What follows belongs to an exercise in optimizing a design on an open flow for small area, a short achievable clock period and few clock cycles per item; a production flow would make more cautious choices.
In this exercise RTL edits were held to simulation tests only and were not proved equivalent to the original.

$ cat flow/design.v
package anffl_tex_pkg;
  localparam int OFS_R    = 0;
  localparam int OFS_B    = 8;
  localparam int OFS_G    = 16;
  localparam int OFS_FLIP = 24;
  localparam int OFS_DIFF = 25;
  localparam int OFS_CW1  = 26;
  localparam int OFS_CW0  = 29;
  localparam int OFS_IDX  = 32;
  localparam int AW = 14;    
  function automatic int mod_small(input int t);
    case (t)
      0: mod_small = 2;   1: mod_small = 5;   2: mod_small = 9;   3: mod_small = 13;
      4: mod_small = 18;  5: mod_small = 24;  6: mod_small = 33;  default: mod_small = 47;
    endcase
  endfunction
  function automatic int mod_large(input int t);
    case (t)
      0: mod_large = 8;   1: mod_large = 17;  2: mod_large = 29;  3: mod_large = 42;
      4: mod_large = 60;  5: mod_large = 80;  6: mod_large = 106; default: mod_large = 183;
    endcase
  endfunction
  function automatic int z_width(input int t);
    case (t)
      0: z_width = 7;   1: z_width = 8;   2: z_width = 9;   3: z_width = 9;
      4: z_width = 10;  5: z_width = 10;  6: z_width = 10;  default: z_width = 11;
    endcase
  endfunction
  function automatic int acc_width(input int t);
    case (t)
      0: acc_width = 10;  1: acc_width = 11;  2: acc_width = 12;  3: acc_width = 12;
      4: acc_width = 13;  5: acc_width = 13;  default: acc_width = 14;
    endcase
  endfunction
  function automatic int nbits(input int v);
    nbits = 1;
    while ((1 << nbits) <= v) nbits++;
  endfunction
  function automatic logic [3:0] q4(input logic [10:0] sum);
    logic [11:0] v;
    v = 12'(sum[10:3]) * 12'd15 + 12'd128;
    q4 = v[11:8];
  endfunction
  function automatic logic [7:0] clamp_loss(input int m, input logic [3:0] x);
    int v;
    v = m - 17 * int'(x);
    clamp_loss = (v > 0) ? 8'(v) : 8'd0;
  endfunction
endpackage
module anffl_tex_etc1_texel_err #(
  parameter int SM = 2,
  parameter int LG = 8,
  parameter int ZW = 11
) (
  input  logic [23:0]   a_i,      
  input  logic [2:0]    pos_i,    
  input  logic [11:0]   q_i,      
  output logic [ZW-1:0] z01_o,    
  output logic          c01_o,    
  output logic [ZW-1:0] z23_o,    
  output logic          c23_o     
);
  localparam int WS = anffl_tex_pkg::nbits(SM);
  localparam int WL = anffl_tex_pkg::nbits(LG);
  logic [WS-1:0] ms [3];
  logic [WL-1:0] ml [3];
  logic [WS-1:0] gsp [3], gsn [3];
  logic [WL-1:0] glp [3], gln [3];
  always_comb
    for (int c = 0; c < 3; c++) begin
      logic [7:0] a;
      logic [3:0] q;
      a = a_i[8*c +: 8];
      q = q_i[4*c +: 4];
      ms[c]  = (a < 8'(SM)) ? a[WS-1:0] : WS'(SM);
      ml[c]  = (a < 8'(LG)) ? a[WL-1:0] : WL'(LG);
      gsp[c] = WS'(anffl_tex_pkg::clamp_loss(SM, 4'd15 - q));
      gsn[c] = WS'(anffl_tex_pkg::clamp_loss(SM, q));
      glp[c] = WL'(anffl_tex_pkg::clamp_loss(LG, 4'd15 - q));
      gln[c] = WL'(anffl_tex_pkg::clamp_loss(LG, q));
    end
  logic [ZW-1:0] z [4];
  always_comb begin
    z[0] = ZW'(3 * (LG - SM))
         + ZW'({pos_i[0] ? ms[0] : WS'(0), 1'b0}) + ZW'(gsp[0])
         + ZW'({pos_i[1] ? ms[1] : WS'(0), 1'b0}) + ZW'(gsp[1])
         + ZW'({pos_i[2] ? ms[2] : WS'(0), 1'b0}) + ZW'(gsp[2]);
    z[1] = ZW'({pos_i[0] ? ml[0] : WL'(0), 1'b0}) + ZW'(glp[0])
         + ZW'({pos_i[1] ? ml[1] : WL'(0), 1'b0}) + ZW'(glp[1])
         + ZW'({pos_i[2] ? ml[2] : WL'(0), 1'b0}) + ZW'(glp[2]);
    z[2] = ZW'(3 * (LG - SM))
         + ZW'({pos_i[0] ? WS'(0) : ms[0], 1'b0}) + ZW'(gsn[0])
         + ZW'({pos_i[1] ? WS'(0) : ms[1], 1'b0}) + ZW'(gsn[1])
         + ZW'({pos_i[2] ? WS'(0) : ms[2], 1'b0}) + ZW'(gsn[2]);
    z[3] = ZW'({pos_i[0] ? WL'(0) : ml[0], 1'b0}) + ZW'(gln[0])
         + ZW'({pos_i[1] ? WL'(0) : ml[1], 1'b0}) + ZW'(gln[1])
         + ZW'({pos_i[2] ? WL'(0) : ml[2], 1'b0}) + ZW'(gln[2]);
  end
  assign c01_o = z[1] > z[0];
  assign z01_o = c01_o ? z[1] : z[0];
  assign c23_o = z[3] > z[2];
  assign z23_o = c23_o ? z[3] : z[2];
endmodule
module anffl_tex_etc1_encoder
(
  input  logic        clk,
  input  logic        rst_n,
  input  logic        in_valid,
  output logic        in_ready,
  input  logic [23:0] in_texel,
  output logic        out_valid,
  input  logic        out_ready,
  output logic [63:0] out_block,
  output logic        busy
);
  localparam int AW = anffl_tex_pkg::AW;
  logic [3:0] ph, widx;
  logic       pend, run_q, done_pend, fill, ov, wr_d;
  logic [2:0] nblk;
  logic       start, ev0, wr, ta, tb;
  assign start     = (ph == 4'd0) && pend && (!done_pend || !ov);
  assign ev0       = (ph == 4'd0) ? start : run_q;
  assign in_ready  = (ph == widx) && (!pend || start);
  assign wr        = in_valid && in_ready;
  assign ta        = (ph == 4'd1) && done_pend && !ov && !fill;
  assign tb        = (ph == 4'd3) && fill;
  assign out_valid = ov;
  assign busy      = (nblk != 3'd0);
  always_ff @(posedge clk or negedge rst_n) begin
    if (!rst_n) begin
      ph        <= '0;
      widx      <= '0;
      pend      <= 1'b0;
      run_q     <= 1'b0;
      done_pend <= 1'b0;
      fill      <= 1'b0;
      ov        <= 1'b0;
      wr_d      <= 1'b0;
      nblk      <= '0;
    end else begin
      ph   <= ph + 4'd1;
      wr_d <= wr;
      if (wr) widx <= widx + 4'd1;
      if (wr && widx == 4'd15) pend <= 1'b1;
      else if (start)          pend <= 1'b0;
      if (ph == 4'd0) run_q <= start;
      if (ph == 4'd15 && run_q) done_pend <= 1'b1;
      else if (tb)              done_pend <= 1'b0;
      if (ta)      fill <= 1'b1;
      else if (tb) fill <= 1'b0;
      if (tb)                   ov <= 1'b1;
      else if (ov && out_ready) ov <= 1'b0;
      nblk <= nblk + 3'((wr && widx == 4'd15) ? 1 : 0)
                   - 3'((ov && out_ready) ? 1 : 0);
    end
  end
  logic [23:0] tr [16];
  always_ff @(posedge clk) begin
    for (int i = 0; i < 15; i++) tr[i] <= tr[i+1];
    tr[15] <= wr ? in_texel : tr[0];
  end
  logic [10:0] sum [2][3];
  logic [3:0]  tj;
  logic        tfirst;
  logic [3:0]  qb [2][3];
  assign tj     = ph - 4'd1;
  assign tfirst = (tj[3:2] == 2'd0) && !tj[0];
  always_ff @(posedge clk) begin
    for (int s = 0; s < 2; s++) begin
      logic upd;
      upd = wr_d && (tj[1] == 1'(s));
      for (int c = 0; c < 3; c++)
        sum[s][c] <= ((upd && tfirst) ? 11'd0 : sum[s][c])
                   + (upd ? 11'(tr[15][8*c +: 8]) : 11'd0);
    end
    if (ph == 4'd15) for (int c = 0; c < 3; c++) qb[0][c] <= anffl_tex_pkg::q4(sum[0][c]);
    if (ph == 4'd1)  for (int c = 0; c < 3; c++) qb[1][c] <= anffl_tex_pkg::q4(sum[1][c]);
  end
  logic [23:0] a1;
  logic [2:0]  pos1;
  logic [11:0] q1;
  logic        v1;
  always_ff @(posedge clk) begin
    for (int c = 0; c < 3; c++) begin
      logic [3:0] qc;
      logic [8:0] d;
      qc = qb[ph[1]][c];
      d  = {1'b0, tr[0][8*c +: 8]} - {1'b0, qc, qc};
      a1[8*c +: 8] <= d[8] ? 8'(-d) : d[7:0];
      pos1[c]      <= !d[8] && (d != 9'd0);
      q1[4*c +: 4] <= qc;
    end
  end
  always_ff @(posedge clk or negedge rst_n)
    if (!rst_n) v1 <= 1'b0; else v1 <= ev0;
  logic v2;
  logic signed [AW-1:0] acc [2][8];
  logic [15:0]          cnew;
  logic [3:0]           j2;
  logic                 jfirst;
  assign j2     = ph - 4'd2;
  assign jfirst = (j2[3:2] == 2'd0) && !j2[0];
  for (genvar t = 0; t < 8; t++) begin : g_tbl
    localparam int ZW = anffl_tex_pkg::z_width(t);
    localparam int TW = anffl_tex_pkg::acc_width(t);
    localparam int LG = anffl_tex_pkg::mod_large(t);
    logic [ZW-1:0] z01, z23, z01_q, z23_q, zb;
    logic          c01, c23, c01_q, c23_q, hi;
    anffl_tex_etc1_texel_err #(
      .SM(anffl_tex_pkg::mod_small(t)),
      .LG(LG),
      .ZW(ZW)
    ) u_err (
      .a_i  (a1),
      .pos_i(pos1),
      .q_i  (q1),
      .z01_o(z01),
      .c01_o(c01),
      .z23_o(z23),
      .c23_o(c23)
    );
    always_ff @(posedge clk) begin
      z01_q <= z01;
      c01_q <= c01;
      z23_q <= z23;
      c23_q <= c23;
    end
    assign hi = z23_q > z01_q;
    assign zb = hi ? z23_q : z01_q;
    assign cnew[2*t +: 2] = hi ? {1'b1, c23_q} : {1'b0, c01_q};
    logic signed [TW-1:0] tacc [2];
    always_ff @(posedge clk)
      for (int s = 0; s < 2; s++) begin
        logic upd;
        upd = v2 && (j2[1] == 1'(s));
        tacc[s] <= ((upd && jfirst) ? TW'(24 * LG) : tacc[s])
                 - (upd ? TW'(zb) : TW'(0));
      end
    assign acc[0][t] = AW'(tacc[0]);
    assign acc[1][t] = AW'(tacc[1]);
  end
  always_ff @(posedge clk or negedge rst_n)
    if (!rst_n) v2 <= 1'b0; else v2 <= v1;
  logic [15:0] cr [16];
  always_ff @(posedge clk) begin
    for (int i = 0; i < 15; i++) cr[i] <= cr[i+1];
    cr[15] <= v2 ? cnew : cr[0];
  end
  logic [7:0] win;
  logic [2:0] bt;
  always_ff @(posedge clk)
    for (int t = 0; t < 8; t++) begin
      logic w;
      w = 1'b1;
      for (int u = 0; u < 8; u++) begin
        if (u < t && !(acc[ph[1]][t] <  acc[ph[1]][u])) w = 1'b0;
        if (u > t && !(acc[ph[1]][t] <= acc[ph[1]][u])) w = 1'b0;
      end
      win[t] <= w;
    end
  always_comb begin
    bt = '0;
    for (int t = 0; t < 8; t++) if (win[t]) bt = bt | 3'(t);
  end
  logic [11:0] qo [2];
  logic [63:0] ob;
  always_ff @(posedge clk) begin
    if (ph == 4'd15 && run_q) begin
      for (int c = 0; c < 3; c++) begin
        qo[0][4*c +: 4] <= qb[0][c];
        qo[1][4*c +: 4] <= qb[1][c];
      end
    end
    if (ta) begin
      ob[anffl_tex_pkg::OFS_R + 4 +: 4] <= qo[0][8 +: 4];
      ob[anffl_tex_pkg::OFS_B + 4 +: 4] <= qo[0][0 +: 4];
      ob[anffl_tex_pkg::OFS_G + 4 +: 4] <= qo[0][4 +: 4];
      ob[anffl_tex_pkg::OFS_CW0 +: 3]   <= bt;
      for (int j = 0; j < 16; j++)
        if (j % 4 < 2) begin
          logic [15:0] cw;
          cw = cr[(j + 1) % 16];
          ob[anffl_tex_pkg::OFS_IDX + 2 * (4 * (j / 4) + 3 - j % 4) +: 2] <= cw[2 * bt +: 2];
        end
    end
    if (tb) begin
      ob[anffl_tex_pkg::OFS_R +: 4] <= qo[1][8 +: 4];
      ob[anffl_tex_pkg::OFS_B +: 4] <= qo[1][0 +: 4];
      ob[anffl_tex_pkg::OFS_G +: 4] <= qo[1][4 +: 4];
      ob[anffl_tex_pkg::OFS_CW1 +: 3] <= bt;
      for (int j = 0; j < 16; j++)
        if (j % 4 >= 2) begin
          logic [15:0] cw;
          cw = cr[(j + 15) % 16];
          ob[anffl_tex_pkg::OFS_IDX + 2 * (4 * (j / 4) + 3 - j % 4) +: 2] <= cw[2 * bt +: 2];
        end
    end
  end
  assign out_block = {ob[63:26], 2'b00, ob[23:0]};
endmodule
$ cat flow/run.sh
#!/bin/bash
# synth_recipe.tcl (not shown) runs the flow's synth.tcl, then flattens the netlist and writes it again
# the make line also repeats each setting of config.mk as NAME=value (left out here)
make -C /OpenROAD-flow-scripts/flow DESIGN_CONFIG=/design/flow/config.mk WORK_HOME=/design/flow/orfs CLKGATE_MAP_FILE= SYNTH_SCRIPT=/design/flow/synth_recipe.tcl finish
$ cat flow/config.mk
export PLATFORM = sky130hd
export DESIGN_NAME = anffl_tex_etc1_encoder
export DESIGN_NICKNAME = anffl_tex_etc1_encoder
export VERILOG_FILES = /design/flow/design.v
export SDC_FILE = /design/flow/constraint.sdc
export NUM_CORES = 4
export LEC_CHECK = 0
export CAP_MARGIN = 20
export CORE_MARGIN = 2
export CORE_UTILIZATION = 40
export SLEW_MARGIN = 20
$ cat flow/constraint.sdc
create_clock -name core_clock -period 17.0 [get_ports {clk}]
set_input_delay 3.4000 -clock core_clock [delete_from_list [all_inputs] [get_ports {clk}]]
set_output_delay 3.4000 -clock core_clock [all_outputs]
set_load 0.01 [all_outputs]
==> results.py, run 1 <==
metrics = {
    "timing": {
        "skew_ns": 0.0672,
        "fin_ws_ns": 6.70,
        "fmax_ghz": 0.0971,
        "period_share_pct": 60.6,
        "setup_viol": 0,
        "rsz0062_at_grt": "no",
        "fin_crit_ns": 10.30,
        "finalHoldViolCount": 0,
        "tightest_slew_ns": 1.24,
        "maxSlewHeadroom_pct": 17.0,
        "finalMaxSlewViolations": 0,
        "finalSetupTns_ns": 0,
        "holdWs_ns": 0.299,
    },
    "floorplan": {
        "start_util_pct": 40.3,
        "dieWidth_um": 496,
        "die_h_um": 496,
        "rows": 180,
        "core_sq_mm": 0.241,
        "ioPinCount": 95,
        "die-area_sq_mm": 0.246,
    },
    "worst_setup_path": {
        "slowest_delay_ns": 0.87,
        "cp.required_ns": 17.66,
        "worst-r2r-setup-slack_ns": 6.70,
        "cpLargestDelayFamily": "adder cells",
        "worstPathMaxFanout": 45,
        "path_buf_inv": 7,
        "worstPathArrival_ns": 10.96,
        "worst_path_max_delay_cell": "clkinv_1",
        "crit_type": "register to register",
        "worst_setup_path_start_kind": "register",
        "cp-end-kind": "register",
    },
    "final_layout": {
        "final_area_sq_mm": 0.107,
        "layout-drive-gt1-share_pct": 7.28,
        "num-nets-final": 12700,
        "fillers": 23000,
        "regArea_sq_mm": 0.0261,
        "multi_input_area_sq_mm": 0.0648,
        "area_delta_synth_final_pct": 10.7,
    },
    "yosys": {
        "ys_seq_area_share_pct": 26.9,
        "synth_flop_cell": "dfxtp_1",
        "syn_area_sq_mm": 0.0970,
        "post-synth-top-count-cell": "ha_1",
        "synth.avg_cell_area_sq_um": 9.31,
        "synth_top_area_share_pct": 23.0,
        "synthTopCellsByCount": "ha_1 (1,441), inv_1 (1,358), dfxtp_1 (1,114)",
        "async_reset_ff_share_pct": 1.45,
        "yosysUniqueCellTypes": 88,
        "synthTopCellsByArea": "dfxtp_1 (23%), ha_1 (19%), fa_1 (14%), inv_1 (5.3%), xnor2_1 (3.7%)",
        "synth_top_cell_by_area": "dfxtp_1",
        "yosys_warnings": 79,
        "synth-edff-count": 110,
        "synth-seq-cells": 1242,
        "syn_inst": 10400,
    },
    "global_route": {
        "grt_pass1_wl_um": 526000,
        "grtUsageTotal_pct": 29.2,
        "grt_max_degree": 88,
        "overflow": 0,
        "grt_pass1_vias": 78500,
        "antenna_found_initial": 19,
    },
    "clocking": {
        "cts_hold_buf": 0,
        "insertion_delay_ns": 0.83,
        "clkTransAtPathRegs_ns": 0.06,
        "h-tree-depth": 4,
        "clkSinkCount": 1242,
        "post_cts_resize_count": 0,
        "root_buffer": "clkbuf_16",
        "postCtsSetupBuffers": 0,
        "clockBufferDepth": 3,
        "tritoncts": "yes",
        "cts_made_buffers": 138,
    },
    "placed_design": {
        "port_buffers": 92,
        "dp_hpwl_um": 291000,
        "place_congestion": 1.11,
        "dp_slack_ns": 6.74,
        "dpl_cell_area_sq_mm": 0.102,
    },
    "route": {
        "wl_per_cell_um": 26.3,
        "drt_pass1_iterations": 6,
        "routed_via_density": 5.57,
        "first_iter_violations": 6632,
        "vias": 77100,
        "drc": 0,
        "drt-total-wl_um": 364000,
        "postRouteAntennaNets": 0,
    },
    "worst_hold_path": {
        "hold_class": "register to register",
    },
    "outcome": {
        "status": "timing/DRC/antenna clean",
    },
    "flow_run": {
        "maxCapViolCount": 0,
    },
}
## placed cells by master, fill, tap and decap left out, types with 137 or more instances in the layout
| cell | count |
|---|---|
| ha_1 | 1440 |
| inv_1 | 1357 |
| dfxtp_1 | 1098 |
| nor3_1 | 137 |
| clkbuf_16 | 139 |
| buf_4 | 178 |
| nor2_1 | 797 |
| o21ai_0 | 307 |
| and2_1 | 176 |
| nand2_1 | 727 |
| mux2i_1 | 236 |
| a21oi_1 | 526 |
| nand3_1 | 157 |
| a21o_1 | 208 |
| xnor2_1 | 405 |
| nor2b_1 | 140 |
| nand2b_1 | 207 |
| xor2_1 | 138 |
| fa_1 | 668 |
| or2_2 | 137 |
## area by class of cell
class,count,share of cell area [%]
Tap cell,3185,3.71
Clock buffer,188,3.57
Antenna cell,14,0.0326
Sequential cell,1242,24.3
Clock inverter,65,1.07
Multi-Input combinational cell,7510,60.4
Inverter,1365,4.77
Timing Repair Buffer,273,2.14
## routing by layer
metal / vias to the layer above / part of all wire (%) / track usage, %
met5: - / 0.034 / 0
met4: 18 / 7.4 / 18.2
met3: 1021 / 8.0 / 6.51
met2: 3163 / 43 / 45.0
met1: 37800 / 41 / 36.9
li1: 35100 / - / -
## worst paths after layout
path / startpoint / end / depth (start not counted)
max: q1[1]$_DFF_P_ / g_tbl[6].z01_q[5]$_DFF_P_ / 33
min: cr[7][14]$_DFF_P_ / cr[6][14]$_DFF_P_ / 0
max reg2reg: q1[1]$_DFF_P_ / g_tbl[6].z01_q[5]$_DFF_P_ / 33
min reg2reg: cr[7][14]$_DFF_P_ / cr[6][14]$_DFF_P_ / 0
max in group asynchronous: rst_n / ph[1]$_DFF_PN0_ / 1
min in group asynchronous: rst_n / nblk[2]$_DFF_PN0_ / 1
## state kept, by name (all words and copies together), names as in the netlist, 3 cells and up
name and cells:
win 7, tr 384, ob 62, q1 12
g_tbl.c01_q 8, nblk 3, g_tbl.tacc 198, ph 4
a1 24, g_tbl.c23_q 8, g_tbl.z23_q 74, g_tbl.z01_q 74
qb 24, widx 4, qo 24, pos1 3
sum 66, cr 256
## metrics by stage
stage	utilization (%)	std cells
2_1_floorplan	-	10400
3_3_place_gp	42.5	13600
3_5_place_dp	42.5	13600
4_1_cts	44.5	13800
5_1_grt	44.6	13800
6_report	44.6	13800
## kinds of logic (layout without fill, tap and decap cells)
kind of cell	Yosys count	after routing	synth area share [%]
XOR/XNOR	546	546	4.93
AO/OA/AOI/OAI	1642	1642	10.7
AND/OR/NAND/NOR	2805	2805	13.9
multiplexers	400	400	4.70
flip-flops	1242	1242	26.9
other	2	22	0.00775
adder cells (fa/ha/maj)	2109	2109	32.4
buffers and inverters	1665	1891	6.48
Testbench counts, summed over its fixed seeds: cycles 6,432, blocks 384.
==> inputs of run 2 (changes only) <==
--- a/flow/design.v
+++ b/flow/design.v
@@ -57,6 +57,3 @@
   input  logic [11:0]   q_i,      
-  output logic [ZW-1:0] z01_o,    
-  output logic          c01_o,    
-  output logic [ZW-1:0] z23_o,    
-  output logic          c23_o     
+  output logic [4*ZW-1:0] z_o      
 );
@@ -98,6 +95,3 @@
   end
-  assign c01_o = z[1] > z[0];
-  assign z01_o = c01_o ? z[1] : z[0];
-  assign c23_o = z[3] > z[2];
-  assign z23_o = c23_o ? z[3] : z[2];
+  assign z_o = {z[3], z[2], z[1], z[0]};
 endmodule
@@ -116,5 +110,6 @@
   localparam int AW = anffl_tex_pkg::AW;
-  logic [3:0] ph, widx;
-  logic       pend, run_q, done_pend, fill, ov, wr_d;
-  logic [2:0] nblk;
+  logic [3:0] ph, widx, ph_n, widx_n;
+  logic       pend, run_q, done_pend, fill, ov, wr_d, rdy_q, busy_q;
+  logic       pend_n, run_n, done_n, fill_n, ov_n, start_n;
+  logic [2:0] nblk, nblk_n;
   logic       start, ev0, wr, ta, tb;
@@ -122,8 +117,20 @@
   assign ev0       = (ph == 4'd0) ? start : run_q;
-  assign in_ready  = (ph == widx) && (!pend || start);
-  assign wr        = in_valid && in_ready;
-  assign ta        = (ph == 4'd1) && done_pend && !ov && !fill;
-  assign tb        = (ph == 4'd3) && fill;
+  assign wr        = in_valid && rdy_q;
+  assign ta        = (ph == 4'd2) && done_pend && !ov && !fill;
+  assign tb        = (ph == 4'd4) && fill;
+  assign in_ready  = rdy_q;
   assign out_valid = ov;
-  assign busy      = (nblk != 3'd0);
+  assign busy      = busy_q;
+  always_comb begin
+    ph_n    = ph + 4'd1;
+    widx_n  = wr ? widx + 4'd1 : widx;
+    pend_n  = (wr && widx == 4'd15) ? 1'b1 : (start ? 1'b0 : pend);
+    run_n   = (ph == 4'd0) ? start : run_q;
+    done_n  = (ph == 4'd15 && run_q) ? 1'b1 : (tb ? 1'b0 : done_pend);
+    fill_n  = ta ? 1'b1 : (tb ? 1'b0 : fill);
+    ov_n    = tb ? 1'b1 : ((ov && out_ready) ? 1'b0 : ov);
+    nblk_n  = nblk + 3'((wr && widx == 4'd15) ? 1 : 0)
+                   - 3'((ov && out_ready) ? 1 : 0);
+    start_n = (ph_n == 4'd0) && pend_n && (!done_n || !ov_n);
+  end
   always_ff @(posedge clk or negedge rst_n) begin
@@ -139,17 +146,16 @@
       nblk      <= '0;
+      rdy_q     <= 1'b0;
+      busy_q    <= 1'b0;
     end else begin
-      ph   <= ph + 4'd1;
-      wr_d <= wr;
-      if (wr) widx <= widx + 4'd1;
-      if (wr && widx == 4'd15) pend <= 1'b1;
-      else if (start)          pend <= 1'b0;
-      if (ph == 4'd0) run_q <= start;
-      if (ph == 4'd15 && run_q) done_pend <= 1'b1;
-      else if (tb)              done_pend <= 1'b0;
-      if (ta)      fill <= 1'b1;
-      else if (tb) fill <= 1'b0;
-      if (tb)                   ov <= 1'b1;
-      else if (ov && out_ready) ov <= 1'b0;
-      nblk <= nblk + 3'((wr && widx == 4'd15) ? 1 : 0)
-                   - 3'((ov && out_ready) ? 1 : 0);
+      ph        <= ph_n;
+      widx      <= widx_n;
+      pend      <= pend_n;
+      run_q     <= run_n;
+      done_pend <= done_n;
+      fill      <= fill_n;
+      ov        <= ov_n;
+      wr_d      <= wr;
+      nblk      <= nblk_n;
+      rdy_q     <= (ph_n == widx_n) && (!pend_n || start_n);
+      busy_q    <= (nblk_n != 3'd0);
     end
@@ -195,9 +201,9 @@
     if (!rst_n) v1 <= 1'b0; else v1 <= ev0;
-  logic v2;
+  logic v2, v3;
   logic signed [AW-1:0] acc [2][8];
   logic [15:0]          cnew;
-  logic [3:0]           j2;
+  logic [3:0]           j3;
   logic                 jfirst;
-  assign j2     = ph - 4'd2;
-  assign jfirst = (j2[3:2] == 2'd0) && !j2[0];
+  assign j3     = ph - 4'd3;
+  assign jfirst = (j3[3:2] == 2'd0) && !j3[0];
   for (genvar t = 0; t < 8; t++) begin : g_tbl
@@ -206,4 +212,6 @@
     localparam int LG = anffl_tex_pkg::mod_large(t);
-    logic [ZW-1:0] z01, z23, z01_q, z23_q, zb;
-    logic          c01, c23, c01_q, c23_q, hi;
+    logic [4*ZW-1:0] z;
+    logic [ZW-1:0] z2 [4];
+    logic [ZW-1:0] z3;
+    logic [1:0]    c3;
     anffl_tex_etc1_texel_err #(
@@ -216,16 +224,16 @@
       .q_i  (q1),
-      .z01_o(z01),
-      .c01_o(c01),
-      .z23_o(z23),
-      .c23_o(c23)
+      .z_o  (z)
     );
+    always_ff @(posedge clk) for (int k = 0; k < 4; k++) z2[k] <= z[k*ZW +: ZW];
     always_ff @(posedge clk) begin
-      z01_q <= z01;
-      c01_q <= c01;
-      z23_q <= z23;
-      c23_q <= c23;
-    end
-    assign hi = z23_q > z01_q;
-    assign zb = hi ? z23_q : z01_q;
-    assign cnew[2*t +: 2] = hi ? {1'b1, c23_q} : {1'b0, c01_q};
+      logic [ZW-1:0] z01, z23;
+      logic          c01, c23;
+      c01 = z2[1] > z2[0];
+      z01 = c01 ? z2[1] : z2[0];
+      c23 = z2[3] > z2[2];
+      z23 = c23 ? z2[3] : z2[2];
+      if (z23 > z01) begin z3 <= z23; c3 <= {1'b1, c23}; end
+      else           begin z3 <= z01; c3 <= {1'b0, c01}; end
+    end
+    assign cnew[2*t +: 2] = c3;
     logic signed [TW-1:0] tacc [2];
@@ -234,5 +242,5 @@
         logic upd;
-        upd = v2 && (j2[1] == 1'(s));
+        upd = v3 && (j3[1] == 1'(s));
         tacc[s] <= ((upd && jfirst) ? TW'(24 * LG) : tacc[s])
-                 - (upd ? TW'(zb) : TW'(0));
+                 - (upd ? TW'(z3) : TW'(0));
       end
@@ -242,3 +250,9 @@
   always_ff @(posedge clk or negedge rst_n)
-    if (!rst_n) v2 <= 1'b0; else v2 <= v1;
+    if (!rst_n) begin
+      v2 <= 1'b0;
+      v3 <= 1'b0;
+    end else begin
+      v2 <= v1;
+      v3 <= v2;
+    end
   logic [15:0] cr [16];
@@ -246,3 +260,3 @@
     for (int i = 0; i < 15; i++) cr[i] <= cr[i+1];
-    cr[15] <= v2 ? cnew : cr[0];
+    cr[15] <= v3 ? cnew : cr[0];
   end
==> results.py, run 2 <==
metrics = {
    "floorplan": {
        "die-area_sq_mm": 0.257,
        "rows": 184,
        "die_h_um": 507,
        "core_sq_mm": 0.251,
        "start_util_pct": 40.2,
        "ioPinCount": 95,
        "dieWidth_um": 507,
    },
    "worst_setup_path": {
        "crit_type": "register to register",
        "slowest_delay_ns": 0.70,
        "worst_path_max_delay_cell": "o221ai_1",
        "worst_setup_path_start_kind": "register",
        "worst-r2r-setup-slack_ns": 9.50,
        "cp_common_cell": "inv_1",
        "worstPathArrival_ns": 8.16,
        "timing.rr.start": "q1[1]$_DFF_P_",
        "r2r_cells": 28,
        "cpLargestDelayFamily": "adder cells",
        "cp-end-kind": "register",
        "path_buf_inv": 8,
        "worstPathMaxFanout": 32,
        "cp.required_ns": 17.66,
        "reg2reg_to": "g_tbl[3].z2[1][8]$_DFF_P_",
    },
    "yosys": {
        "synth_simple_gate_area_share_pct": 13.8,
        "synth_top_area_share_pct": 26.4,
        "async_reset_ff_share_pct": 1.43,
        "synth-seq-cells": 1467,
        "synthTopCellsByCount": "inv_1 (1,452), ha_1 (1,434), dfxtp_1 (1,336)",
        "synth_compound_area_share_pct": 10.3,
        "syn_area_sq_mm": 0.101,
        "synth_top_family_by_area": "adder cells",
        "syn_inst": 10800,
        "synth-edff-count": 110,
        "synth_top_cell_by_area": "dfxtp_1",
        "post-synth-top-count-cell": "inv_1",
        "synth.area.mux_share_pct": 3.61,
        "synth_flop_cell": "dfxtp_1",
        "ys_seq_area_share_pct": 30.2,
        "yosys_warnings": 87,
        "yosysUniqueCellTypes": 93,
        "yosys.area_share.adder_pct": 31.0,
        "synthTopCellsByArea": "dfxtp_1 (26%), ha_1 (18%), fa_1 (13%), inv_1 (5.4%), nand2_1 (3.6%)",
        "synth_xor_area_share_pct": 4.48,
        "synth.avg_cell_area_sq_um": 9.34,
    },
    "final_layout": {
        "regMostFlops": "tr",
        "reg.largest.list": "tr (384), g_tbl.z2 (296), cr (256)",
        "largest_register_ffs": 384,
        "area_delta_synth_final_pct": 10.9,
        "fillers": 24100,
        "fin_util_pct": 44.6,
        "multi_input_area_sq_mm": 0.0641,
        "layout-drive-gt1-share_pct": 5.51,
        "fin_cells": 14500,
        "num-nets-final": 13100,
        "final_common_cell": "inv_1",
        "regArea_sq_mm": 0.0306,
        "final_cell_mix": "inv_1 (1,450), ha_1 (1,432), dfxtp_1 (1,320)",
    },
    "timing": {
        "finalSetupTns_ns": 0,
        "setup_viol": 0,
        "finalMaxSlewViolations": 0,
        "skew_ns": 0.0807,
        "period_share_pct": 44.1,
        "rsz0062_at_grt": "no",
        "maxSlewHeadroom_pct": 6.07,
        "fmax_ghz": 0.133,
        "fin_ws_ns": 9.50,
        "finalHoldViolCount": 0,
        "fin_crit_ns": 7.50,
        "tightest_slew_ns": 1.37,
    },
    "route": {
        "first_iter_violations": 6824,
        "vias": 79400,
        "drt_pass1_iterations": 9,
        "drc": 0,
        "drt-total-wl_um": 368000,
        "postRouteAntennaNets": 0,
        "routed_via_density": 5.49,
        "wl_per_cell_um": 25.4,
    },
    "global_route": {
        "grt_pass1_vias": 80200,
        "overflow": 0,
        "antenna_found_initial": 37,
        "grtUsageTotal_pct": 28.3,
        "grt_max_degree": 97,
        "grt_pass1_wl_um": 535000,
    },
    "clocking": {
        "clkTransAtPathRegs_ns": 0.06,
        "clkSinkCount": 1467,
        "root_buffer": "clkbuf_16",
        "clockBufferDepth": 3,
        "insertion_delay_ns": 0.85,
        "post_cts_resize_count": 0,
        "cts_made_buffers": 156,
        "h-tree-depth": 4,
        "postCtsSetupBuffers": 0,
        "tritoncts": "yes",
        "cts_hold_buf": 0,
    },
    "worst_hold_path": {
        "hold_end": "tr[7][2]$_DFF_P_",
        "holdPathStages": 0,
        "hold_class": "register to register",
        "hp-start": "tr[8][2]$_DFF_P_",
    },
    "flow_run": {
        "maxCapViolCount": 0,
    },
    "outcome": {
        "status": "timing/DRC/antenna clean",
    },
    "placed_design": {
        "dp_hpwl_um": 289000,
        "dp_slack_ns": 9.77,
        "dp.cells": 14100,
        "place_congestion": 1.12,
        "port_buffers": 92,
    },
}
==> run 2: changes by cell type in the layout (fill, tap and decap cells not counted), sizes merged, moves of 78 or more <==
cell | previous run | this run
dfxtp | 1114 | 1336
inv | 1367 | 1472
mux2 | 120 | 39
nand2 | 729 | 967
nand2b | 207 | 121
or2 | 139 | 61
==> run 2: cell families after synthesis <==
logic type | count (synthesis)
and+or+nand+nor | 2970
xor gates and xnor gates | 518
AOI/OAI and AO/OA | 1638
adders and majority gates | 2102
buffers and inverters | 1777
other | 2
DFF | 1467
muxes | 359
==> run 2: worst reg2reg max path, delay by kind of cell, from the launching register on <==
kind	cells	cell delay (ns)
fa+ha+maj	8	3.14
flops	1	0.31
simple gates	4	0.64
compound gates	6	1.56
buf+inv	8	1.31
xor+xnor	2	0.38
==> run 2: area by class of cell <==
class,instances,area share (%)
multi-input cells,7596,57.1
repair buffers,268,2.02
clock inverters,80,0.900
diodes,36,0.0803
well taps,3348,3.73
inverters,1464,4.90
flip-flops and latches,1467,27.3
clock buffers,206,3.97
==> run 2: worst max path at each step <==
stage	startpoint	endpoint	slack [ns]	depth (start not counted)
2_1_floorplan	q1[0]$_DFF_P_	g_tbl[6].z2[1][8]$_DFF_P_	10.39	26
3_3_place_gp	q1[1]$_DFF_P_	g_tbl[3].z2[1][8]$_DFF_P_	9.84	28
3_5_place_dp	q1[1]$_DFF_P_	g_tbl[3].z2[1][8]$_DFF_P_	9.77	28
4_1_cts	q1[1]$_DFF_P_	g_tbl[3].z2[1][8]$_DFF_P_	9.68	28
5_1_grt	q1[1]$_DFF_P_	g_tbl[3].z2[1][8]$_DFF_P_	9.24	28
6_report	q1[1]$_DFF_P_	g_tbl[3].z2[1][8]$_DFF_P_	9.50	28
==> run 2: through the flow <==
step	cell area, sq um	hold WS, ns
3_3_place_gp	107000	0.310
4_1_cts	112000	0.289
5_1_grt	112000	0.292
6_report	112000	0.299
3_5_place_dp	107000	0.312
2_1_floorplan	101000	0.310
==> run 2: routing by layer <==
layer	vias up	share of wire [%]	global-route usage [%]
li1	36200	-	-
met1	38600	40	34.4
met2	3395	44	44.5
met3	1113	8.3	6.94
met4	8	7.8	18.7
met5	-	0.017	0
Testbench counts of run 2, summed over its fixed seeds: cycles 6,440, blocks 384.
==> inputs of run 3 (changes only) <==
--- a/flow/design.v
+++ b/flow/design.v
@@ -39,10 +39,33 @@
   function automatic logic [3:0] q4(input logic [10:0] sum);
-    logic [11:0] v;
-    v = 12'(sum[10:3]) * 12'd15 + 12'd128;
-    q4 = v[11:8];
+    q4 = 4'd0;
+    for (int i = 0; i < 256; i++)
+      if (sum[10:3] == 8'(i)) q4 = 4'((i * 15 + 128) >> 8);
+  endfunction
+  function automatic logic gt_u(input logic [15:0] x, input logic [15:0] y);
+    logic g;
+    g = 1'b0;
+    for (int i = 0; i < 16; i++) g = (x[i] & !y[i]) | (!(x[i] ^ y[i]) & g);
+    gt_u = g;
   endfunction
   function automatic logic [7:0] clamp_loss(input int m, input logic [3:0] x);
-    int v;
-    v = m - 17 * int'(x);
-    clamp_loss = (v > 0) ? 8'(v) : 8'd0;
+    clamp_loss = 8'd0;
+    for (int i = 0; i < 16; i++)
+      if (x == 4'(i) && m > 17 * i) clamp_loss = 8'(m - 17 * i);
+  endfunction
+  function automatic logic lt_const(input logic [7:0] a, input int m);
+    logic lt, eq;
+    lt = 1'b0;
+    eq = 1'b1;
+    if (m > 255) lt_const = 1'b1;
+    else begin
+      for (int i = 7; i >= 0; i--) begin
+        if ((m >> i) & 1) begin
+          lt = lt | (eq & !a[i]);
+          eq = eq & a[i];
+        end else begin
+          eq = eq & !a[i];
+        end
+      end
+      lt_const = lt;
+    end
   endfunction
@@ -71,4 +94,4 @@
       q = q_i[4*c +: 4];
-      ms[c]  = (a < 8'(SM)) ? a[WS-1:0] : WS'(SM);
-      ml[c]  = (a < 8'(LG)) ? a[WL-1:0] : WL'(LG);
+      ms[c]  = anffl_tex_pkg::lt_const(a, SM) ? a[WS-1:0] : WS'(SM);
+      ml[c]  = anffl_tex_pkg::lt_const(a, LG) ? a[WL-1:0] : WL'(LG);
       gsp[c] = WS'(anffl_tex_pkg::clamp_loss(SM, 4'd15 - q));
@@ -230,7 +253,7 @@
       logic          c01, c23;
-      c01 = z2[1] > z2[0];
+      c01 = anffl_tex_pkg::gt_u(16'(z2[1]), 16'(z2[0]));
       z01 = c01 ? z2[1] : z2[0];
-      c23 = z2[3] > z2[2];
+      c23 = anffl_tex_pkg::gt_u(16'(z2[3]), 16'(z2[2]));
       z23 = c23 ? z2[3] : z2[2];
-      if (z23 > z01) begin z3 <= z23; c3 <= {1'b1, c23}; end
+      if (anffl_tex_pkg::gt_u(16'(z23), 16'(z01))) begin z3 <= z23; c3 <= {1'b1, c23}; end
       else           begin z3 <= z01; c3 <= {1'b0, c01}; end
@@ -269,4 +292,7 @@
       for (int u = 0; u < 8; u++) begin
-        if (u < t && !(acc[ph[1]][t] <  acc[ph[1]][u])) w = 1'b0;
-        if (u > t && !(acc[ph[1]][t] <= acc[ph[1]][u])) w = 1'b0;
+        logic [15:0] xt, xu;
+        xt = 16'({!acc[ph[1]][t][AW-1], acc[ph[1]][t][AW-2:0]});
+        xu = 16'({!acc[ph[1]][u][AW-1], acc[ph[1]][u][AW-2:0]});
+        if (u < t && !anffl_tex_pkg::gt_u(xu, xt)) w = 1'b0;
+        if (u > t &&  anffl_tex_pkg::gt_u(xt, xu)) w = 1'b0;
       end
==> results.py, run 3 <==
metrics = {
    "final_layout": {
        "fillers": 21200,
        "num-nets-final": 11200,
        "largest_register_ffs": 384,
        "fin_util_pct": 44.8,
        "final_common_cell": "dfxtp_1",
        "area_delta_synth_final_pct": 11.4,
        "regMostFlops": "tr",
        "layout-drive-gt1-share_pct": 5.76,
        "fin_cells": 12700,
        "reg.largest.list": "tr (384), g_tbl.z2 (280), cr (256)",
        "final_cell_mix": "dfxtp_1 (1,314), inv_1 (1,201), ha_1 (1,183)",
    },
    "route": {
        "postRouteAntennaNets": 0,
        "routed_via_density": 5.26,
        "first_iter_violations": 4985,
        "wl_per_cell_um": 20.9,
        "vias": 66600,
        "drt-total-wl_um": 265000,
        "drt_pass1_iterations": 8,
        "drc": 0,
    },
    "timing": {
        "finalHoldViolCount": 0,
        "rsz0062_at_grt": "no",
        "finalMaxSlewViolations": 0,
        "fin_crit_ns": 5.98,
        "tightest_slew_ns": 1.17,
        "fmax_ghz": 0.167,
        "maxSlewHeadroom_pct": 20.1,
        "finalSetupTns_ns": 0,
        "fin_ws_ns": 11.02,
        "skew_ns": 0.0842,
        "setup_viol": 0,
        "period_share_pct": 35.2,
    },
    "worst_hold_path": {
        "hold_end": "tr[10][7]$_DFF_P_",
        "hold_class": "register to register",
        "hp-start": "tr[11][7]$_DFF_P_",
        "holdPathStages": 0,
    },
    "floorplan": {
        "die-area_sq_mm": 0.227,
        "ioPinCount": 95,
        "start_util_pct": 40.2,
        "rows": 173,
        "die_h_um": 477,
        "dieWidth_um": 477,
        "core_sq_mm": 0.222,
    },
    "clocking": {
        "clkTransAtPathRegs_ns": 0.06,
        "post_cts_resize_count": 0,
        "clkSinkCount": 1450,
        "h-tree-depth": 4,
        "cts_made_buffers": 160,
        "postCtsSetupBuffers": 0,
        "insertion_delay_ns": 0.85,
        "cts_hold_buf": 0,
        "root_buffer": "clkbuf_16",
        "clockBufferDepth": 3,
        "tritoncts": "yes",
    },
    "global_route": {
        "grt_pass1_wl_um": 402000,
        "grt_max_degree": 120,
        "overflow": 0,
        "grt_pass1_vias": 66900,
        "antenna_found_initial": 10,
        "grtUsageTotal_pct": 22.9,
    },
    "yosys": {
        "synth-seq-cells": 1450,
        "synth-edff-count": 110,
        "synthTopCellsByArea": "dfxtp_1 (30%), ha_1 (17%), fa_1 (11%), inv_1 (5.1%), nand2_1 (3.8%)",
        "post-synth-top-count-cell": "dfxtp_1",
        "synth_flop_cell": "dfxtp_1",
        "synth_top_area_share_pct": 29.6,
        "yosysUniqueCellTypes": 102,
        "synth_top_cell_by_area": "dfxtp_1",
        "synth.avg_cell_area_sq_um": 9.40,
        "async_reset_ff_share_pct": 1.45,
        "ys_seq_area_share_pct": 33.8,
        "syn_inst": 9502,
        "synthTopCellsByCount": "dfxtp_1 (1,319), inv_1 (1,203), ha_1 (1,183)",
        "syn_area_sq_mm": 0.0893,
        "yosys_warnings": 87,
    },
    "worst_setup_path": {
        "worstPathArrival_ns": 6.69,
        "r2r_cells": 18,
        "worst-r2r-setup-slack_ns": 11.02,
        "cp-end-kind": "register",
        "cp.required_ns": 17.72,
        "startpoint": "pos1[0]$_DFF_P_",
        "worstPathMaxFanout": 56,
        "timing.rr.start": "pos1[0]$_DFF_P_",
        "reg2reg_to": "g_tbl[4].z2[3][9]$_DFF_P_",
        "worst_setup_path_start_kind": "register",
        "crit_type": "register to register",
    },
    "placed_design": {
        "dp.cells": 12400,
        "port_buffers": 92,
        "dp_slack_ns": 11.15,
        "place_congestion": 0.979,
        "dp_hpwl_um": 204000,
    },
    "flow_run": {
        "maxCapViolCount": 0,
    },
    "outcome": {
        "status": "timing/DRC/antenna clean",
    },
}
[run 3: cell types whose count changed in the layout (fill, tap and decap cells not counted), sizes merged, moves of 71 or more]
cell and change:
inv -258, ha -251, fa -174, nor2 -156, xnor2 -143, mux2i -95, a21o -78, nand2 -71
[run 3: area by class of cell]
class | instances | area (sq um) | share of cell area [%]
sequential | 1450 | 30200 | 30.4
clock buffer | 209 | 4500 | 4.52
inverter | 1206 | 4530 | 4.55
antenna | 6 | 15.0 | 0.0151
clock inverter | 91 | 1330 | 1.34
tap | 2975 | 3720 | 3.74
timing repair buffer | 220 | 1890 | 1.90
multi-input combinational | 6505 | 53300 | 53.5
[run 3: per-stage QoR]
| stage | hold slack [ns] | cell area [sq um] |
|---|---|---|
| 2_1_floorplan | 0.310 | 89300 |
| 3_3_place_gp | 0.310 | 93700 |
| 3_5_place_dp | 0.312 | 93700 |
| 4_1_cts | 0.291 | 99500 |
| 5_1_grt | 0.285 | 99500 |
| 6_report | 0.290 | 99500 |
[run 3: cell families (layout without fill, tap and decap cells)]
group,count (synthesis),in the layout,synth area share (%)
buffers and inverters,1550,1726,6.61
XOR/XNOR,352,352,3.45
other,2,11,0.00841
AO/OA/AOI/OAI,1583,1583,11.3
multiplexers,271,271,3.11
AND/OR/NAND/NOR,2617,2617,14.0
flip-flops,1450,1450,33.8
adder cells (fa/ha/maj),1677,1677,27.6
[run 3: metal layers]
layer	track usage, %	routed length (um)	vias to the layer above
li1	-	-	31800
met1	30.0	115000	32000
met2	36.6	118000	2293
met3	4.90	19600	602
met4	9.21	11400	4
met5	0	26	-
[run 3: worst max-delay path by stage]
stage / slack (ns) / end / depth (start not counted)
after floorplan: 11.94 / busy_q$_DFF_PN0_ / 9
after global placement: 11.19 / g_tbl[4].z2[3][9]$_DFF_P_ / 18
after detailed placement: 11.15 / busy_q$_DFF_PN0_ / 11
after CTS: 11.10 / g_tbl[4].tacc[1][11]$_DFF_P_ / 18
after global routing: 10.63 / g_tbl[6].tacc[1][11]$_DFF_P_ / 18
final: 11.02 / g_tbl[4].z2[3][9]$_DFF_P_ / 18
[run 3: worst max-delay path, cell delays in order (launching register included)]
cell and delay [ns]:
dfxtp_4 0.77, buf_4 0.62, nand2b_1 0.53, nor2_1 0.11, ha_1 0.24, fa_1 0.40
xnor2_1 0.16, fa_1 0.54, inv_1 0.06, fa_1 0.50, fa_1 0.52, ha_1 0.31
a21o_1 0.18, a21oi_1 0.22, o21bai_1 0.10, a21oi_1 0.23, nor2b_1 0.07, o21ai_0 0.16
nand2b_1 0.09
Testbench counts of run 3, summed over its fixed seeds: cycles 6,440, blocks 384.
==> inputs of run 4 (changes only) <==
--- a/flow/design.v
+++ b/flow/design.v
@@ -54,2 +54,12 @@
   endfunction
+  function automatic logic [7:0] clamp_loss3(input int m, input logic [1:0] n0,
+                                             input logic [1:0] n1, input logic [1:0] n2);
+    clamp_loss3 = 8'd0;
+    for (int i0 = 0; i0 < 4; i0++)
+      for (int i1 = 0; i1 < 4; i1++)
+        for (int i2 = 0; i2 < 4; i2++)
+          if (i0 + i1 + i2 <= 3 && n0 == 2'(i0) && n1 == 2'(i1) && n2 == 2'(i2))
+            clamp_loss3 = 8'(i0 * m + i1 * ((m > 17) ? m - 17 : 0)
+                             + i2 * ((m > 34) ? m - 34 : 0));
+  endfunction
   function automatic logic lt_const(input logic [7:0] a, input int m);
@@ -80,2 +90,3 @@
   input  logic [11:0]   q_i,      
+  input  logic [11:0]   n_i,      
   output logic [4*ZW-1:0] z_o      
@@ -86,5 +97,9 @@
   logic [WL-1:0] ml [3];
-  logic [WS-1:0] gsp [3], gsn [3];
   logic [WL-1:0] glp [3], gln [3];
-  always_comb
+  logic [1:0] np [3], nn [3];
+  always_comb begin
+    for (int j = 0; j < 3; j++) begin
+      np[j] = n_i[2*j +: 2];
+      nn[j] = n_i[6+2*j +: 2];
+    end
     for (int c = 0; c < 3; c++) begin
@@ -96,4 +111,2 @@
       ml[c]  = anffl_tex_pkg::lt_const(a, LG) ? a[WL-1:0] : WL'(LG);
-      gsp[c] = WS'(anffl_tex_pkg::clamp_loss(SM, 4'd15 - q));
-      gsn[c] = WS'(anffl_tex_pkg::clamp_loss(SM, q));
       glp[c] = WL'(anffl_tex_pkg::clamp_loss(LG, 4'd15 - q));
@@ -101,18 +114,33 @@
     end
+  end
+  logic [ZW-1:0] ksp, ksn, klp, kln;
+  always_comb begin
+    ksp = ZW'(anffl_tex_pkg::clamp_loss3(SM, np[0], np[1], np[2]));
+    ksn = ZW'(anffl_tex_pkg::clamp_loss3(SM, nn[0], nn[1], nn[2]));
+    if (LG <= 51) begin
+      klp = ZW'(anffl_tex_pkg::clamp_loss3(LG, np[0], np[1], np[2]));
+      kln = ZW'(anffl_tex_pkg::clamp_loss3(LG, nn[0], nn[1], nn[2]));
+    end else begin
+      klp = ZW'(glp[0]) + ZW'(glp[1]) + ZW'(glp[2]);
+      kln = ZW'(gln[0]) + ZW'(gln[1]) + ZW'(gln[2]);
+    end
+  end
   logic [ZW-1:0] z [4];
   always_comb begin
-    z[0] = ZW'(3 * (LG - SM))
-         + ZW'({pos_i[0] ? ms[0] : WS'(0), 1'b0}) + ZW'(gsp[0])
-         + ZW'({pos_i[1] ? ms[1] : WS'(0), 1'b0}) + ZW'(gsp[1])
-         + ZW'({pos_i[2] ? ms[2] : WS'(0), 1'b0}) + ZW'(gsp[2]);
-    z[1] = ZW'({pos_i[0] ? ml[0] : WL'(0), 1'b0}) + ZW'(glp[0])
-         + ZW'({pos_i[1] ? ml[1] : WL'(0), 1'b0}) + ZW'(glp[1])
-         + ZW'({pos_i[2] ? ml[2] : WL'(0), 1'b0}) + ZW'(glp[2]);
-    z[2] = ZW'(3 * (LG - SM))
-         + ZW'({pos_i[0] ? WS'(0) : ms[0], 1'b0}) + ZW'(gsn[0])
-         + ZW'({pos_i[1] ? WS'(0) : ms[1], 1'b0}) + ZW'(gsn[1])
-         + ZW'({pos_i[2] ? WS'(0) : ms[2], 1'b0}) + ZW'(gsn[2]);
-    z[3] = ZW'({pos_i[0] ? WL'(0) : ml[0], 1'b0}) + ZW'(gln[0])
-         + ZW'({pos_i[1] ? WL'(0) : ml[1], 1'b0}) + ZW'(gln[1])
-         + ZW'({pos_i[2] ? WL'(0) : ml[2], 1'b0}) + ZW'(gln[2]);
+    z[0] = ZW'(3 * (LG - SM)) + ksp
+         + ZW'({pos_i[0] ? ms[0] : WS'(0), 1'b0})
+         + ZW'({pos_i[1] ? ms[1] : WS'(0), 1'b0})
+         + ZW'({pos_i[2] ? ms[2] : WS'(0), 1'b0});
+    z[1] = klp
+         + ZW'({pos_i[0] ? ml[0] : WL'(0), 1'b0})
+         + ZW'({pos_i[1] ? ml[1] : WL'(0), 1'b0})
+         + ZW'({pos_i[2] ? ml[2] : WL'(0), 1'b0});
+    z[2] = ZW'(3 * (LG - SM)) + ksn
+         + ZW'({pos_i[0] ? WS'(0) : ms[0], 1'b0})
+         + ZW'({pos_i[1] ? WS'(0) : ms[1], 1'b0})
+         + ZW'({pos_i[2] ? WS'(0) : ms[2], 1'b0});
+    z[3] = kln
+         + ZW'({pos_i[0] ? WL'(0) : ml[0], 1'b0})
+         + ZW'({pos_i[1] ? WL'(0) : ml[1], 1'b0})
+         + ZW'({pos_i[2] ? WL'(0) : ml[2], 1'b0});
   end
@@ -154,6 +182,32 @@
     ov_n    = tb ? 1'b1 : ((ov && out_ready) ? 1'b0 : ov);
-    nblk_n  = nblk + 3'((wr && widx == 4'd15) ? 1 : 0)
-                   - 3'((ov && out_ready) ? 1 : 0);
+    case ({wr && widx == 4'd15, ov && out_ready})
+      2'b10:   nblk_n = nblk + 3'd1;
+      2'b01:   nblk_n = nblk - 3'd1;
+      default: nblk_n = nblk;
+    endcase
     start_n = (ph_n == 4'd0) && pend_n && (!done_n || !ov_n);
   end
+  logic inc_ok, dec_ok, busy_n, rdy_n;
+  logic [3:0] rdy_w;    
+  assign inc_ok = rdy_q && (widx == 4'd15);
+  assign dec_ok = ov;
+  always_comb begin
+    for (int k = 0; k < 4; k++) begin
+      logic       w, o, pn, dn, on, sn;
+      logic [3:0] wn;
+      w  = k[1] && rdy_q;
+      o  = k[0];
+      wn = w ? widx + 4'd1 : widx;
+      pn = (w && widx == 4'd15) ? 1'b1 : (start ? 1'b0 : pend);
+      on = tb ? 1'b1 : ((ov && o) ? 1'b0 : ov);
+      sn = (ph_n == 4'd0) && pn && (!done_n || !on);
+      rdy_w[k] = (ph_n == wn) && (!pn || sn);
+    end
+    rdy_n = rdy_w[{in_valid, out_ready}];
+    case ({in_valid && inc_ok, out_ready && dec_ok})
+      2'b10:   busy_n = 1'b1;
+      2'b01:   busy_n = (nblk > 3'd1);
+      default: busy_n = (nblk != 3'd0);
+    endcase
+  end
   always_ff @(posedge clk or negedge rst_n) begin
@@ -181,4 +235,4 @@
       nblk      <= nblk_n;
-      rdy_q     <= (ph_n == widx_n) && (!pend_n || start_n);
-      busy_q    <= (nblk_n != 3'd0);
+      rdy_q     <= rdy_n;
+      busy_q    <= busy_n;
     end
@@ -191,7 +245,10 @@
   logic [10:0] sum [2][3];
-  logic [3:0]  tj;
-  logic        tfirst;
+  logic [1:0]  wsb;       
+  logic        tfirst;    
   logic [3:0]  qb [2][3];
-  assign tj     = ph - 4'd1;
-  assign tfirst = (tj[3:2] == 2'd0) && !tj[0];
+  always_ff @(posedge clk or negedge rst_n)
+    if (!rst_n) wsb <= '0;
+    else        wsb <= {wr && widx[1], wr && !widx[1]};
+  always_ff @(posedge clk)
+    tfirst <= (widx[3:2] == 2'd0) && !widx[0];
   always_ff @(posedge clk) begin
@@ -199,3 +256,3 @@
       logic upd;
-      upd = wr_d && (tj[1] == 1'(s));
+      upd = wsb[s];
       for (int c = 0; c < 3; c++)
@@ -209,5 +266,16 @@
   logic [2:0]  pos1;
-  logic [11:0] q1;
+  logic [11:0] q1, n1;
   logic        v1;
   always_ff @(posedge clk) begin
+    for (int j = 0; j < 3; j++) begin
+      logic [1:0] np, nn;
+      np = '0;
+      nn = '0;
+      for (int c = 0; c < 3; c++) begin
+        np = np + 2'(qb[ph[1]][c] == 4'(15 - j));
+        nn = nn + 2'(qb[ph[1]][c] == 4'(j));
+      end
+      n1[2*j +: 2]     <= np;
+      n1[6 + 2*j +: 2] <= nn;
+    end
     for (int c = 0; c < 3; c++) begin
@@ -227,6 +295,11 @@
   logic [15:0]          cnew;
-  logic [3:0]           j3;
-  logic                 jfirst;
-  assign j3     = ph - 4'd3;
-  assign jfirst = (j3[3:2] == 2'd0) && !j3[0];
+  logic                 sb1, sb2, sb3, fs1, fs2, fs3;
+  always_ff @(posedge clk) begin
+    sb1 <= ph[1];
+    fs1 <= (ph[3:2] == 2'd0) && !ph[0];
+    sb2 <= sb1;
+    fs2 <= fs1;
+    sb3 <= sb2;
+    fs3 <= fs2;
+  end
   for (genvar t = 0; t < 8; t++) begin : g_tbl
@@ -247,2 +320,3 @@
       .q_i  (q1),
+      .n_i  (n1),
       .z_o  (z)
@@ -265,4 +339,4 @@
         logic upd;
-        upd = v3 && (j3[1] == 1'(s));
-        tacc[s] <= ((upd && jfirst) ? TW'(24 * LG) : tacc[s])
+        upd = v3 && (sb3 == 1'(s));
+        tacc[s] <= ((upd && fs3) ? TW'(24 * LG) : tacc[s])
                  - (upd ? TW'(z3) : TW'(0));
==> results.py, run 4 <==
metrics = {
    "global_route": {
        "grt_max_degree": 76,
        "grtUsageTotal_pct": 22.7,
        "grt_pass1_wl_um": 391000,
        "antenna_found_initial": 10,
        "overflow": 0,
        "grt_pass1_vias": 65100,
    },
    "clocking": {
        "tritoncts": "yes",
        "postCtsSetupBuffers": 0,
        "clkTransAtPathRegs_ns": 0.07,
        "clkSinkCount": 1468,
        "cts_made_buffers": 158,
        "cts_hold_buf": 0,
        "h-tree-depth": 4,
        "root_buffer": "clkbuf_16",
        "insertion_delay_ns": 0.84,
        "post_cts_resize_count": 0,
        "clockBufferDepth": 3,
    },
    "floorplan": {
        "core_sq_mm": 0.217,
        "ioPinCount": 95,
        "die_h_um": 472,
        "rows": 171,
        "die-area_sq_mm": 0.223,
        "start_util_pct": 40.3,
        "dieWidth_um": 472,
    },
    "final_layout": {
        "reg.largest.list": "tr (384), g_tbl.z2 (278), cr (256)",
        "final_area_sq_mm": 0.0973,
        "fin_util_pct": 44.8,
        "layout-drive-gt1-share_pct": 6.03,
        "final_cell_mix": "dfxtp_1 (1,332), inv_1 (1,176), ha_1 (1,098)",
        "num-nets-final": 11000,
        "area_delta_synth_final_pct": 11.1,
        "final_common_cell": "dfxtp_1",
        "regMostFlops": "tr",
        "fillers": 20700,
        "largest_register_ffs": 384,
    },
    "yosys": {
        "synth_top_cell_by_area": "dfxtp_1",
        "synth-seq-cells": 1468,
        "synth.avg_cell_area_sq_um": 9.35,
        "yosys_warnings": 87,
        "synth_top_area_share_pct": 30.5,
        "synthTopCellsByCount": "dfxtp_1 (1,336), inv_1 (1,178), ha_1 (1,098)",
        "ys_seq_area_share_pct": 34.9,
        "syn_area_sq_mm": 0.0876,
        "synthTopCellsByArea": "dfxtp_1 (31%), ha_1 (16%), fa_1 (10%), inv_1 (5.0%), nand2_1 (3.9%)",
        "synth-edff-count": 110,
        "yosysUniqueCellTypes": 97,
        "synth_flop_cell": "dfxtp_1",
        "syn_inst": 9377,
        "post-synth-top-count-cell": "dfxtp_1",
        "async_reset_ff_share_pct": 1.50,
    },
    "timing": {
        "tightest_slew_ns": 1.20,
        "finalMaxSlewViolations": 0,
        "fin_crit_ns": 5.65,
        "period_share_pct": 33.2,
        "skew_ns": 0.0765,
        "finalSetupTns_ns": 0,
        "maxSlewHeadroom_pct": 20.1,
        "rsz0062_at_grt": "no",
        "holdWs_ns": 0.309,
        "fmax_ghz": 0.177,
        "setup_viol": 0,
        "finalHoldViolCount": 0,
    },
    "worst_setup_path": {
        "worstPathMaxFanout": 52,
        "worst_setup_path_start_kind": "register",
        "worstPathArrival_ns": 6.40,
        "crit_type": "register to register",
        "cp-end-kind": "register",
        "cp.required_ns": 17.76,
    },
    "placed_design": {
        "dp_hpwl_um": 198000,
        "place_congestion": 0.992,
        "dpl_cell_area_sq_mm": 0.0917,
        "port_buffers": 92,
    },
    "route": {
        "drt_pass1_iterations": 8,
        "routed_via_density": 5.26,
        "wl_per_cell_um": 20.6,
        "first_iter_violations": 4478,
        "vias": 65200,
        "postRouteAntennaNets": 0,
        "drt-total-wl_um": 255000,
        "drc": 0,
    },
    "outcome": {
        "status": "timing/DRC/antenna clean",
    },
    "worst_hold_path": {
        "hold_class": "register to register",
    },
    "flow_run": {
        "maxCapViolCount": 0,
    },
}
## run 4: changes by cell type in the layout (fill, tap and decap cells not counted), moves of 22 or more
cell / delta
a21oi_1: +22
and3_1: -39
nor2_1: -75
o21bai_1: +22
inv_1: -25
xnor2_1: -25
nor2b_1: +44
or2_2: +38
a211oi_1: -30
fa_1: -53
nand2b_1: -49
ha_1: -85
## run 4: area by class of cell
type                       count  area (sq um)  share of cell area [%]
multi-input combinational   6389         51400                    52.8
inverter                    1183          4440                    4.57
antenna                        3          7.51                 0.00771
tap                         2854          3570                    3.67
clock inverter                75          1080                    1.11
clock buffer                 214          4480                    4.60
timing repair buffer         207          1780                    1.83
sequential                  1468         30600                    31.5
## run 4: per-layer routing
metal	GRT usage (%)	wire, um
met3	3.69	14800
met5	0	67
met4	10.1	12200
met2	36.9	116000
met1	29.7	112000
## run 4: critical path: stages (launching register included)
cell,delay (ns)
dfrtp_4,1.02
buf_4,0.78
buf_4,0.74
mux2i_1,0.33
inv_1,0.20
ha_1,0.27
or3_1,0.37
o21ai_0,0.10
a21oi_1,0.11
a221o_1,0.38
a311oi_1,0.45
nand2_1,0.08
or4_1,0.50
nor3_2,0.11
## run 4: kinds of logic after synthesis
group                      after synthesis  synth area share, %
and+or+nand+nor                       2538                 13.8
AOI/OAI and AO/OA                     1710                 12.5
adders and majority gates             1542                 25.8
buffers and inverters                 1521                 6.58
DFF                                   1468                 34.9
xor gates and xnor gates               316                 3.16
muxes                                  281                 3.31
other                                    1              0.00428
## run 4: worst paths after layout
path                                    from           endpoint  slack (ns)  depth (start not counted)
min                        tr[14][7]$_DFF_P_  tr[13][7]$_DFF_P_        0.31                          0
max                          ph[1]$_DFF_PN0_  win[1]$_SDFF_PP0_       11.35                         13
max reg2reg                  ph[1]$_DFF_PN0_  win[1]$_SDFF_PP0_       11.35                         13
min reg2reg                tr[14][7]$_DFF_P_  tr[13][7]$_DFF_P_        0.31                          0
max in group asynchronous              rst_n    ph[1]$_DFF_PN0_       14.10                          1
min in group asynchronous              rst_n   fill$_DFFE_PN0P_        2.53                          1
## run 4: metrics by stage
stage | worst slack [ns] | cells
after CTS | 11.41 | 12400
after floorplan | 12.14 | 9378
final | 11.35 | 12400
after global routing | 11.06 | 12400
after detailed placement | 11.31 | 12100
after global placement | 11.20 | 12100
Testbench counts of run 4, summed over its fixed seeds: cycles 6,440, blocks 384.

==> what the ideal ports hide <==
Ports are ideal in the flow. The routed layouts listed here were re-timed in OpenROAD. Step 1, drivers: a clkbuf_16 drives clk and a buf_2 each remaining input, both assumed. Step 2, shift: input delay + t, output delay - t, t = (earliest + latest rising clock arrival at the registers) / 2. This alone moves slack from input paths to output paths. Three values: no drivers, after step 1, after step 2; two values: the first two.
run | t (ns) | setup WS [ns] | clock arrival spread, ns
run 1 | 0.897 | 6.703 / 6.703 / 6.703 | 0.071 / 0.072
run 2 | 0.911 | 9.499 / 9.499 / 9.499 | 0.081 / 0.081
run 3 | 0.898 | 11.022 / 11.022 / 11.022 | 0.086 / 0.086
run 4 | 0.893 | 11.354 / 11.354 / 11.321 | 0.079 / 0.079
After both steps every run listed still meets setup and hold. The setup slack of run 4, which loses most, moves by 0.000 ns with the drivers and by -0.033 ns with both steps.
